Background: an optimization exercise with open tools, aiming at small area, a short achievable clock period and few clock cycles. Do not read the settings as production practice.
Where RTL was checked, it was by simulation tests only, not by an equivalence proof against the original.
The RTL of run 2 was laid out without a check of its function.

$ cat flow/config.mk
export PLATFORM = sky130hd
export DESIGN_NAME = sixteen_lane_string_hash
export DESIGN_NICKNAME = sixteen_lane_string_hash
export VERILOG_FILES = /design/flow/design.v
export SDC_FILE = /design/flow/constraint.sdc
export NUM_CORES = 4
export LEC_CHECK = 0
export CAP_MARGIN = 20
export CORE_MARGIN = 2
export CORE_UTILIZATION = 40
export SLEW_MARGIN = 20
$ cat flow/constraint.sdc
create_clock -name core_clock -period 17.0 [get_ports {clk}]
set_input_delay 3.4000 -clock core_clock [delete_from_list [all_inputs] [get_ports {clk}]]
set_output_delay 3.4000 -clock core_clock [all_outputs]
set_load 0.01 [all_outputs]
$ cat flow/design.v
`default_nettype none
package slsh_pkg;
  localparam int LANES      = 16;
  localparam int LANE_W     = 32;
  localparam int LANE_IDX_W = $clog2(LANES);
  localparam int CODE_W     = 6;
  localparam int SYM_W      = 8;
  localparam int HEX_W      = 64;
  localparam int S_DATA_W   = 8;
  localparam int M_FIELDS_W = LANE_IDX_W + LANE_W + HEX_W;
  localparam int M_DATA_W   = ((M_FIELDS_W + 7) / 8) * 8;
  typedef logic [LANE_W-1:0]     lane_word_t;
  typedef logic [CODE_W-1:0]     sym_code_t;
  typedef logic [LANE_IDX_W-1:0] lane_idx_t;
  typedef logic [HEX_W-1:0]      hex_text_t;
  localparam logic [1:0] SHIFT_NONE  = 2'd0;
  localparam logic [1:0] SHIFT_RIGHT = 2'd1;
  localparam logic [1:0] SHIFT_LEFT  = 2'd2;
  localparam sym_code_t CODE_SPACE = 6'd62;
  localparam sym_code_t CODE_OTHER = 6'd63;
  localparam logic [2*LANES-1:0] LANE_SHIFT_KIND = {
    SHIFT_RIGHT, SHIFT_NONE, SHIFT_NONE, SHIFT_LEFT,
    SHIFT_NONE, SHIFT_LEFT, SHIFT_NONE, SHIFT_LEFT,
    SHIFT_LEFT, SHIFT_LEFT, SHIFT_RIGHT, SHIFT_NONE,
    SHIFT_LEFT, SHIFT_NONE, SHIFT_RIGHT, SHIFT_RIGHT
  };
  localparam logic [2*LANES-1:0] LANE_SHIFT_AMT = {
    2'd1, 2'd0, 2'd0, 2'd1,
    2'd0, 2'd1, 2'd0, 2'd1,
    2'd2, 2'd1, 2'd3, 2'd0,
    2'd1, 2'd0, 2'd2, 2'd2
  };
  localparam logic [LANE_W*LANES-1:0] LANE_MUL = {
    32'd3359, 32'd3449, 32'd2111, 32'd317,
    32'd859, 32'd1549, 32'd673, 32'd709,
    32'd3917, 32'd1447, 32'd383, 32'd397,
    32'd491, 32'd1709, 32'd3727, 32'd41
  };
  localparam logic [LANE_W*LANES-1:0] LANE_CMUL = {
    32'd3011, 32'd3821, 32'd1049, 32'd3037,
    32'd727, 32'd3659, 32'd3163, 32'd3821,
    32'd1667, 32'd1733, 32'd1423, 32'd2609,
    32'd2999, 32'd149, 32'd3481, 32'd2467
  };
  localparam logic [LANE_W*LANES-1:0] LANE_ADD = {
    32'd31121, 32'd15901, 32'd8951, 32'd22193,
    32'd9743, 32'd32687, 32'd7717, 32'd31327,
    32'd26309, 32'd14771, 32'd18719, 32'd3907,
    32'd11953, 32'd23291, 32'd29363, 32'd6337
  };
  function automatic sym_code_t code_of(input logic [SYM_W-1:0] b);
    logic [SYM_W-1:0] d;
    sym_code_t        c;
    d = '0;
    c = CODE_OTHER;
    if (b >= 8'h41 && b <= 8'h5A) begin
      d = b - 8'h41;
      c = d[CODE_W-1:0];
    end else if (b >= 8'h61 && b <= 8'h7A) begin
      d = b - 8'h61 + 8'd26;
      c = d[CODE_W-1:0];
    end else if (b >= 8'h30 && b <= 8'h39) begin
      d = b - 8'h30 + 8'd52;
      c = d[CODE_W-1:0];
    end else if (b == 8'h20) begin
      c = CODE_SPACE;
    end
    code_of = c;
  endfunction
  function automatic lane_word_t lane_next(input lane_idx_t k, input lane_word_t v,
                                           input sym_code_t code);
    lane_word_t s;
    lane_word_t cw;
    s  = '0;
    cw = {{(LANE_W-CODE_W){1'b0}}, code};
    case (LANE_SHIFT_KIND[2*k +: 2])
      SHIFT_RIGHT: s = v >> LANE_SHIFT_AMT[2*k +: 2];
      SHIFT_LEFT:  s = v << LANE_SHIFT_AMT[2*k +: 2];
      default:     s = '0;
    endcase
    lane_next = s + v * LANE_MUL[LANE_W*k +: LANE_W] + cw * LANE_CMUL[LANE_W*k +: LANE_W]
           + LANE_ADD[LANE_W*k +: LANE_W];
  endfunction
  function automatic hex_text_t hex_of(input lane_word_t w);
    hex_text_t  t;
    logic [3:0] nib;
    t = '0;
    for (int n = 0; n < LANE_W / 4; n++) begin
      nib = w[4*n +: 4];
      t[8*n +: 8] = (nib < 4'd10) ? ({4'h0, nib} + 8'h30) : ({4'h0, nib} + 8'h37);
    end
    hex_of = t;
  endfunction
endpackage
`default_nettype wire
`default_nettype none
module sixteen_lane_string_hash (
  input  wire logic                         clk,
  input  wire logic                         rst,
  input  wire logic                         s_tvalid,
  output      logic                         s_tready,
  input  wire logic [slsh_pkg::S_DATA_W-1:0] s_tdata,    
  input  wire logic                         s_tuser,    
  input  wire logic                         s_tlast,    
  output      logic                         m_tvalid,
  input  wire logic                         m_tready,
  output      logic [slsh_pkg::M_DATA_W-1:0] m_tdata,    
  output      logic                         m_tlast     
);
  logic [slsh_pkg::LANES-1:0][slsh_pkg::LANE_W-1:0] lanes;
  logic [slsh_pkg::LANES-1:0][slsh_pkg::LANE_W-1:0] lanes_upd;
  logic [slsh_pkg::LANES-1:0][slsh_pkg::LANE_W-1:0] lanes_next;
  logic [slsh_pkg::LANES-1:0][slsh_pkg::LANE_W-1:0] digest;
  logic                         busy;
  slsh_pkg::lane_idx_t                    cnt;
  slsh_pkg::sym_code_t                    code;
  logic                         in_fire;
  logic                         out_fire;
  logic                         final_beat;
  assign code       = slsh_pkg::code_of(s_tdata[slsh_pkg::SYM_W-1:0]);
  assign final_beat = (cnt == slsh_pkg::lane_idx_t'(slsh_pkg::LANES - 1));
  assign s_tready   = !busy || (m_tready && final_beat);
  assign in_fire    = s_tvalid && s_tready;
  assign out_fire   = m_tvalid && m_tready;
  for (genvar k = 0; k < slsh_pkg::LANES; k++) begin : g_lane
    assign lanes_upd[k] = slsh_pkg::lane_next(slsh_pkg::lane_idx_t'(k), lanes[k], code);
  end
  assign lanes_next = s_tuser ? lanes_upd : lanes;
  always_ff @(posedge clk) begin
    if (rst) begin
      lanes <= '0;
      busy  <= 1'b0;
      cnt   <= '0;
    end else begin
      if (out_fire) begin
        cnt <= cnt + slsh_pkg::lane_idx_t'(1);
        if (final_beat) begin
          busy <= 1'b0;
        end
      end
      if (in_fire) begin
        if (s_tlast) begin
          lanes <= '0;
          busy  <= 1'b1;
          cnt   <= '0;
        end else begin
          lanes <= lanes_next;
        end
      end
    end
  end
  always_ff @(posedge clk) begin
    if (in_fire && s_tlast) begin
      digest <= lanes_next;
    end else if (out_fire) begin
      digest <= digest >> slsh_pkg::LANE_W;
    end
  end
  assign m_tvalid = busy;
  assign m_tlast  = final_beat;
  assign m_tdata  = {{(slsh_pkg::M_DATA_W-slsh_pkg::M_FIELDS_W){1'b0}}, slsh_pkg::hex_of(digest[0]), digest[0], cnt};
endmodule
`default_nettype wire
$ cat flow/run.sh
#!/bin/bash
# synth_recipe.tcl (not shown) runs the flow's synth.tcl, then flattens the netlist and writes it again
# the make line also repeats each setting of config.mk as NAME=value (left out here)
make -C /OpenROAD-flow-scripts/flow DESIGN_CONFIG=/design/flow/config.mk WORK_HOME=/design/flow/orfs CLKGATE_MAP_FILE= SYNTH_SCRIPT=/design/flow/synth_recipe.tcl finish
==> results_dict.tcl, run 1 <==
set metrics [dict create \
    cp_slowest_stage_delay_ps 780 \
    synthTopCellsByArea "fa_1, ha_1, edfxtp_1" \
    io_pins 121 \
    yosys.area_share.simple_pct 5.60 \
    worstPathMaxFanout 10 \
    r2r_slack_ps 9180 \
    final_max_slew_viol_count 0 \
    cp_common_cell "inv_1" \
    layout.nets 20709 \
    whs_endpoint "lanes[159]" \
    min_path_type "flop to flop" \
    ys_seq_area_share_pct 16.5 \
    yosysTopAreaCell "fa_1" \
    synth_edf_count 512 \
    first_global_vias 113571 \
    cts_setup_buffers 0 \
    drc 0 \
    r2r-start "lanes[238]" \
    routedWlPerCell_microns 22.4 \
    cts_buffer_depth 4 \
    rsz0062_at_grt "false" \
    netlist_area_sq_um 156000 \
    synth-compound-area-share_pct 9.73 \
    avgSynthCellArea_sq_um 9.93 \
    arrival_ps 16460 \
    required_ps 17680 \
    min_from "lanes[159]" \
    hold_depth 2 \
    cts_resized 0 \
    grt_pass1_wl_mm 724 \
    synth_cells 15725 \
    met3RoutedLength_mm 32.2 \
    path_clk_slew_ps 60 \
    hold_buffers 0 \
    hold_violations 0 \
    ant_nets 0 \
    synth_top_family_by_area "adder cells" \
    ctsRootBufferMaster "clkbuf_16" \
    grtUsageTotal_pct 24.2 \
    fp.coreArea_sq_um 389000 \
    ys.flop_type "dfxtp_1" \
    grt_start_max_net_pins 129 \
    critPathSlowestCell "clkdlybuf4s50_1" \
    placed_area_sq_um 163000 \
    fin_skew_ps 62.9 \
    setup_tns_ps 0 \
    cts_buffers 143 \
    io_buffers 108 \
    fp.dieW_microns 629 \
    endpoint_kind "flop" \
    rows 229 \
    critPathKind "primary input to flop" \
    insertion_delay_ps 880 \
    slew_headroom_pct 17.6 \
    synth_common_cells "inv_1, fa_1, ha_1, nand2_1, o21ai_0" \
    r2r-end "digest[251]" \
    finalCritPeriodShare_pct 92.9 \
    dr.max_layer_used "met5" \
    final_core_util_pct 43.2 \
    status "no timing/DRC/antenna violations" \
    synth-xor-area-share_pct 3.81 \
    synth_async_sr_flop_share_pct 0 \
    fp.dieArea_sq_um 395000 \
    rr_worst_depth 22 \
    start_util_pct 40.2 \
    finalCriticalPeriod_ps 15780 \
    wl_met1_mm 206 \
    drive_above_1_share_pct 2.88 \
    yosysMostFrequentCell "inv_1" \
    area_growth_pct 7.67 \
    die_h_microns 629 \
    firstDrtPassIters 7 \
    drt_wl_total_mm 472 \
    met2_length_mm 215 \
    synthAdderAreaFrac_pct 51.8 \
    maxCapViolations 0 \
    cts_tree "built" \
    yosys.cell_types.count 93 \
    setup.worst_path.start_class "primary input" \
    fin_area_sq_um 168000 \
    htree_levels 4 \
    dp_hpwl_mm 377 \
    synth_warnings 1 \
    gr-total-overflow 0 \
    synth_top_area_share_pct 31.9 \
    finalSetupViolations 0 \
    drt_first_iter_violations 8371 \
    worst_pin_slew_ps 1220 \
    cts_num_sinks 1029 \
    synth_mux_area_share_pct 2.29 \
    synth_seq_cells 1029 \
    antenna_found_initial 29 \
    max_freq_mhz 63.4 \
    globalplace.congestion 0.961 \
    num_vias 109052 \
    via_per_inst 5.18 \
]
[per-stage QoR]
step           std cells  setup slack [ps]  hold WS (ps)
2_1_floorplan      15736               847           443
3_3_place_gp       20778               460           467
3_5_place_dp       20778               478           476
4_1_cts            21034              1340           473
5_1_grt            21034               556           497
6_report           21037              1220           479
[per-layer routing]
metal  up-vias  GRT usage, %
met5         -             0
met4        18          8.00
met3       694          3.82
met2      3114          39.0
met1     55043          33.2
li1      50183             -
[layout make-up]
cell class              instances  area (sq um)
flip-flops and latches       1029         25700
clock buffers                 186          3990
fillers                     37631        221000
inverters                    3850         14500
multi-input cells           10458        115000
well taps                    5197          6500
clock inverters                70           741
repair buffers                244          2170
diodes                          3          7.51
[sequential cells by signal, indices dropped and copies added (netlist names)]
register / flops
digest: 512
busy: 1
cnt: 4
lanes: 512
[worst max-delay path: cells and delay by family]
kind	cells	cell delay, ps
AO/OA/AOI/OAI	20	5160
adder cells (fa/ha/maj)	10	4500
buffers and inverters	11	2210
AND/OR/NAND/NOR	2	460
XOR/XNOR	2	680
[worst max path at each step]
stage	startpoint	to	slack, ps	depth (start not counted)
after floorplan	s_tdata[1]	digest[287]	850	40
after global placement	s_tdata[0]	digest[284]	460	44
after CTS	s_tdata[1]	digest[286]	1340	45
final	s_tdata[1]	digest[286]	1220	45
after detailed placement	s_tdata[1]	digest[286]	480	45
after global routing	s_tdata[1]	digest[286]	560	45
[cells in the final DEF, fill, tap and decap left out, types with 51 or more instances in the layout]
cell             count
xor2_1             153
and3_1              67
a21o_1             230
o21ai_0            763
clkbuf_16          150
clkdlybuf4s50_1    106
nand2b_1            53
a21oi_1            589
nor3_1              75
inv_1             3843
xnor2_1            526
nor2_1             633
ha_1              2476
nand2_1            829
nor2b_1            134
mux2i_1            352
nand3_1             72
a22o_1             101
buf_4              131
dfxtp_1            517
fa_1              2491
o21bai_1            72
o21a_1              84
a22oi_1            192
edfxtp_1           512
a211oi_1            51
[logic make-up after synthesis]
family,Yosys count
AOI/OAI and AO/OA,2435
xor gates and xnor gates,679
adders and majority gates,4969
buffers and inverters,4249
DFF,1029
muxes,356
other,1
and+or+nand+nor,2007
Testbench counts, summed over its fixed seeds: cycles 31,451.
==> inputs of run 2 (changes only) <==
--- a/flow/design.v
+++ b/flow/design.v
@@ -109,40 +109,91 @@
 );
-  logic [slsh_pkg::LANES-1:0][slsh_pkg::LANE_W-1:0] lanes;
-  logic [slsh_pkg::LANES-1:0][slsh_pkg::LANE_W-1:0] lanes_upd;
-  logic [slsh_pkg::LANES-1:0][slsh_pkg::LANE_W-1:0] lanes_next;
-  logic [slsh_pkg::LANES-1:0][slsh_pkg::LANE_W-1:0] digest;
-  logic                         busy;
-  slsh_pkg::lane_idx_t                    cnt;
-  slsh_pkg::sym_code_t                    code;
-  logic                         in_fire;
-  logic                         out_fire;
-  logic                         final_beat;
-  assign code       = slsh_pkg::code_of(s_tdata[slsh_pkg::SYM_W-1:0]);
-  assign final_beat = (cnt == slsh_pkg::lane_idx_t'(slsh_pkg::LANES - 1));
-  assign s_tready   = !busy || (m_tready && final_beat);
-  assign in_fire    = s_tvalid && s_tready;
-  assign out_fire   = m_tvalid && m_tready;
-  for (genvar k = 0; k < slsh_pkg::LANES; k++) begin : g_lane
-    assign lanes_upd[k] = slsh_pkg::lane_next(slsh_pkg::lane_idx_t'(k), lanes[k], code);
-  end
-  assign lanes_next = s_tuser ? lanes_upd : lanes;
+  localparam int L = slsh_pkg::LANES;
+  localparam int W = slsh_pkg::LANE_W;
+  logic                r_v, r_user, r_last;
+  slsh_pkg::sym_code_t r_code;
+  logic                k_v, k_user, k_last;
+  slsh_pkg::sym_code_t k_code;
+  slsh_pkg::sym_code_t in_code;
+  logic                in_fire;
+  logic                go;        
+  logic                take;      
+  logic                space_ok;  
+  slsh_pkg::sym_code_t [L-1:0] sl_code;
+  logic [L-1:0]                sl_user;
+  logic [L:0]                  sl_last;
+  logic [L-1:0][W-1:0] lanes;
+  logic [L-1:0][W-1:0] lanes_upd;
+  logic [L-1:0]        z;
+  logic                a_v, b_v;
+  logic [W-1:0]        a_w, b_w;
+  slsh_pkg::lane_idx_t a_i, b_i;
+  logic                push, pop;
+  logic [W-1:0]        o_w;
+  slsh_pkg::lane_idx_t o_i;
+  assign in_code  = slsh_pkg::code_of(s_tdata);
+  assign s_tready = !k_v;
+  assign in_fire  = s_tvalid && !k_v;
+  assign go       = !b_v;
+  assign space_ok = !(|sl_last[L-2:0]);
+  assign take     = go && r_v && (!r_last || space_ok);
   always_ff @(posedge clk) begin
     if (rst) begin
-      lanes <= '0;
-      busy  <= 1'b0;
-      cnt   <= '0;
+      r_v <= 1'b0;
+      k_v <= 1'b0;
     end else begin
-      if (out_fire) begin
-        cnt <= cnt + slsh_pkg::lane_idx_t'(1);
-        if (final_beat) begin
-          busy <= 1'b0;
+      if (!r_v || take) begin
+        if (k_v) begin
+          r_v <= 1'b1;
+          k_v <= 1'b0;
+        end else begin
+          r_v <= in_fire;
         end
-      end
-      if (in_fire) begin
-        if (s_tlast) begin
-          lanes <= '0;
-          busy  <= 1'b1;
-          cnt   <= '0;
-        end else begin
-          lanes <= lanes_next;
+      end else if (in_fire) begin
+        k_v <= 1'b1;
+      end
+    end
+  end
+  always_ff @(posedge clk) begin
+    if (!r_v || take) begin
+      if (k_v) begin
+        r_code <= k_code;
+        r_user <= k_user;
+        r_last <= k_last;
+      end else begin
+        r_code <= in_code;
+        r_user <= s_tuser;
+        r_last <= s_tlast;
+      end
+    end
+    if (in_fire) begin
+      k_code <= in_code;
+      k_user <= s_tuser;
+      k_last <= s_tlast;
+    end
+  end
+  always_ff @(posedge clk) begin
+    if (rst) begin
+      sl_user <= '0;
+      sl_last <= '0;
+    end else if (go) begin
+      sl_user <= {sl_user[L-2:0], take && r_user};
+      sl_last <= {sl_last[L-1:0], take && r_last};
+    end
+  end
+  always_ff @(posedge clk) begin
+    if (go) begin
+      sl_code <= {sl_code[L-2:0], r_code};
+    end
+  end
+  for (genvar k = 0; k < L; k++) begin : g_lane
+    assign lanes_upd[k] = slsh_pkg::lane_next(slsh_pkg::lane_idx_t'(k),
+                                              z[k] ? '0 : lanes[k], sl_code[k]);
+    always_ff @(posedge clk) begin
+      if (rst) begin
+        z[k] <= 1'b1;
+      end else if (go) begin
+        if (sl_last[k]) begin
+          z[k] <= 1'b1;
+        end else if (sl_user[k]) begin
+          z[k] <= 1'b0;
         end
@@ -150,13 +201,52 @@
     end
-  end
-  always_ff @(posedge clk) begin
-    if (in_fire && s_tlast) begin
-      digest <= lanes_next;
-    end else if (out_fire) begin
-      digest <= digest >> slsh_pkg::LANE_W;
-    end
-  end
-  assign m_tvalid = busy;
-  assign m_tlast  = final_beat;
-  assign m_tdata  = {{(slsh_pkg::M_DATA_W-slsh_pkg::M_FIELDS_W){1'b0}}, slsh_pkg::hex_of(digest[0]), digest[0], cnt};
+    always_ff @(posedge clk) begin
+      if (go && (sl_user[k] || z[k])) begin
+        lanes[k] <= sl_user[k] ? lanes_upd[k] : '0;
+      end
+    end
+  end
+  always_comb begin
+    o_w = '0;
+    o_i = '0;
+    for (int k = 0; k < L; k++) begin
+      if (sl_last[k+1]) begin
+        o_w = o_w | lanes[k];
+        o_i = o_i | slsh_pkg::lane_idx_t'(k);
+      end
+    end
+  end
+  assign push = go && (|sl_last[L:1]);
+  assign pop  = a_v && m_tready;
+  always_ff @(posedge clk) begin
+    if (rst) begin
+      a_v <= 1'b0;
+      b_v <= 1'b0;
+    end else begin
+      if (pop) begin
+        a_v <= b_v || push;
+        b_v <= 1'b0;
+      end else if (push) begin
+        if (a_v) b_v <= 1'b1;
+        else     a_v <= 1'b1;
+      end
+    end
+  end
+  always_ff @(posedge clk) begin
+    if (pop || !a_v) begin
+      if (b_v) begin
+        a_w <= b_w;
+        a_i <= b_i;
+      end else begin
+        a_w <= o_w;
+        a_i <= o_i;
+      end
+    end
+    if (push && a_v && !pop) begin
+      b_w <= o_w;
+      b_i <= o_i;
+    end
+  end
+  assign m_tvalid = a_v;
+  assign m_tlast  = (a_i == slsh_pkg::lane_idx_t'(L - 1));
+  assign m_tdata  = {{(slsh_pkg::M_DATA_W-slsh_pkg::M_FIELDS_W){1'b0}}, slsh_pkg::hex_of(a_w), a_w, a_i};
 endmodule
==> run 2 against run 1 <==
- still clean on timing, DRC and antenna
- hold slack worse by 57 ps
- register-to-register slack got worse by 120 ps
- routed wire length shrank 5.1%
- clock skew fell by 5.9 ps
- synthesized area fell by 4.0%
- sequential share of layout area is 1.6 points lower
- die area down 4.0%
- highest routed layer unchanged
==> results_dict.tcl, run 2 <==
set metrics [dict create \
    status "no timing/DRC/antenna violations" \
    cts_buffer_depth 3 \
    cts_buffers 94 \
    cts_resized 0 \
    required_ps 17480 \
    fin_skew_ps 57.0 \
    ant_nets 0 \
    dp.cells 19442 \
    arrival_ps 8410 \
    r2r-start "z[1]" \
    io_buffers 108 \
    fp.dieW_microns 616 \
    cts_setup_buffers 0 \
    hold_violations 0 \
    slew_headroom_pct 18.4 \
    grt_start_max_net_pins 94 \
    grtUsageTotal_pct 24.2 \
    setup.worst_path.start_class "flop" \
    worst_pin_slew_ps 1220 \
    rsz0062_at_grt "false" \
    finalSetupViolations 0 \
    rows 224 \
    layout.nets 19731 \
    synthTopCellsByArea "fa_1, ha_1, edfxtp_1" \
    largest_reg_flops 512 \
    fp.dieArea_sq_um 380000 \
    fp.coreArea_sq_um 373000 \
    firstDrtPassIters 6 \
    critPathKind "flop to flop" \
    whs_endpoint "sl_code[5]" \
    r2r_slack_ps 9060 \
    area_growth_pct 7.11 \
    insertion_delay_ps 770 \
    dp_hpwl_mm 391 \
    layout.cells.non_filler 19635 \
    io_pins 121 \
    hold_depth 0 \
    yosysMostFrequentCell "inv_1" \
    final_max_slew_viol_count 0 \
    cts_num_sinks 749 \
    drc 0 \
    drt_first_iter_violations 7023 \
    reg.largest.list "lanes (512), sl_code (96)" \
    routedWlPerCell_microns 22.8 \
    endpoint_kind "flop" \
    min_path_type "flop to flop" \
    r2r-end "lanes[63]" \
    grt_pass1_wl_mm 682 \
    regMostFlops "lanes" \
    start_util_pct 40.2 \
    final_core_util_pct 43.1 \
    synth_cells 14474 \
    synth_async_sr_flop_share_pct 0 \
    setup_tns_ps 0 \
    synth_edf_count 696 \
    num_vias 99414 \
    drt_wl_total_mm 448 \
    avgSynthCellArea_sq_um 10.4 \
    min_from "r_code[5]" \
    max_freq_mhz 126 \
    finalCriticalPeriod_ps 7940 \
    die_h_microns 616 \
    first_global_vias 104919 \
    fin_ws_ps 9060 \
    drive_above_1_share_pct 2.74 \
    cts_tree "built" \
    ys_seq_area_share_pct 14.7 \
    worstPathMaxFanout 35 \
    htree_levels 3 \
    yosys.cell_types.count 89 \
    path_clk_slew_ps 70 \
    layout_common_cells "inv_1, ha_1, fa_1, edfxtp_1, xnor2_1" \
    mostFrequentLayoutCell "inv_1" \
    ctsRootBufferMaster "clkbuf_16" \
    gr-total-overflow 0 \
    netlist_area_sq_um 150000 \
    post-place-ws_ps 9150 \
    synth_seq_cells 749 \
    hold_buffers 0 \
    rr_worst_depth 26 \
    antenna_found_initial 30 \
    via_per_inst 5.06 \
    synth_warnings 1 \
    ys.flop_type "edfxtp_1" \
    maxCapViolations 0 \
    synth_top_area_share_pct 34.3 \
    yosysTopAreaCell "fa_1" \
    finalCritPeriodShare_pct 46.7 \
    synth_common_cells "inv_1, ha_1, fa_1, edfxtp_1, xnor2_1" \
    globalplace.congestion 1.03 \
]
run 2: changes by cell type after synthesis, sizes merged, moves of 123 or more:
cell,before,now
and2,22,301
xnor2,526,403
a221oi,8,137
edfxtp,512,696
nor2,639,333
nand2b,53,275
o21ai,804,256
inv,3850,4024
a22oi,192,3
nor2b,134,382
mux2i,352,37
dfxtp,517,53
a21oi,596,390
nand2,836,301
run 2: critical path, cell delays in order, from the launching register on:
cell and delay [ps]:
dfxtp_1 300, buf_4 290, nand2b_1 300, inv_1 210
fa_1 560, inv_1 70, fa_1 530, inv_1 70
fa_1 520, inv_1 60, fa_1 480, inv_1 50
fa_1 380, fa_1 510, inv_1 50, fa_1 500
inv_1 40, ha_1 350, o21ai_0 200, a211oi_1 80
a2111oi_0 530, o211ai_1 250, a221oi_1 570, o21ai_0 300
a31oi_1 190, o21ai_0 130, mux2i_1 140
run 2: routing by layer:
metal | wire (microns) | global-route usage [%]
met1 | 193000 | 32.7
met2 | 199000 | 37.9
met3 | 31700 | 4.53
met4 | 24500 | 10.4
met5 | 60 | 0
run 2: cell families after synthesis:
kind of cell | count (synthesis) | share of synthesized area [%]
fa+ha+maj | 5149 | 55.9
other cells | 1 | 0.00250
flops | 749 | 14.7
buf+inv | 4252 | 10.7
compound gates | 1602 | 7.33
mux | 84 | 0.600
xor+xnor | 576 | 3.38
simple gates | 2061 | 7.49
run 2: through the flow:
step / instance area, sq um / hold slack [ps]
CTS: 160000 / 420
detailed placement: 157000 / 406
floorplan: 150000 / 400
global route: 161000 / 425
global placement: 157000 / 403
finish: 161000 / 423
run 2: area by class of cell:
cell class,count,area (sq um)
fillers,36012,212000
multi-input cells,9484,112000
flip-flops and latches,749,22000
inverters,4026,15100
well taps,4972,6220
clock buffers,121,2560
repair buffers,213,1890
clock inverters,53,662
diodes,17,42.5
run 2: worst max path at each step:
stage | start | endpoint | slack [ps] | cells after the start
finish | z[1] | lanes[63] | 9060 | 26
global route | z[1] | lanes[63] | 8620 | 26
CTS | z[1] | lanes[63] | 9110 | 26
detailed placement | z[1] | lanes[63] | 9150 | 26
global placement | z[1] | lanes[63] | 9170 | 26
floorplan | z[1] | lanes[63] | 9910 | 26

static timing again, ports no longer ideal:
No port has a modelled driver above. Below, the same layouts with a new extraction and two added sets of constraints. Step 1 sets driving cells, clkbuf_16 on the clock port and buf_2 on the other inputs (assumed; they add their load-dependent delay and slew). Step 2 times the ports against the registers' clock, not the clock port: input delays grow and output delays shrink by t, the midpoint of the rising clock arrivals with the driver on. Slacks: no drivers / after step 1 / after step 2; pairs: no drivers / after step 1.
| run | shift t [ns] | slack for setup (ns) | worst hold slack (ns) | latest minus earliest clock arrival (ns) |
|---|---|---|---|---|
| run 1 | 0.952 | 1.215 / 1.283 / 0.332 | 0.479 / 0.479 / 0.479 | 0.081 / 0.081 |
| run 2 | 0.834 | 9.063 / 9.063 / 9.063 | 0.423 / 0.423 / 0.423 | 0.065 / 0.064 |
After both steps setup and hold are still met in every run listed. For run 1, which loses most, drivers alone change the setup slack by +0.068 ns; drivers and shift together by -0.883 ns.
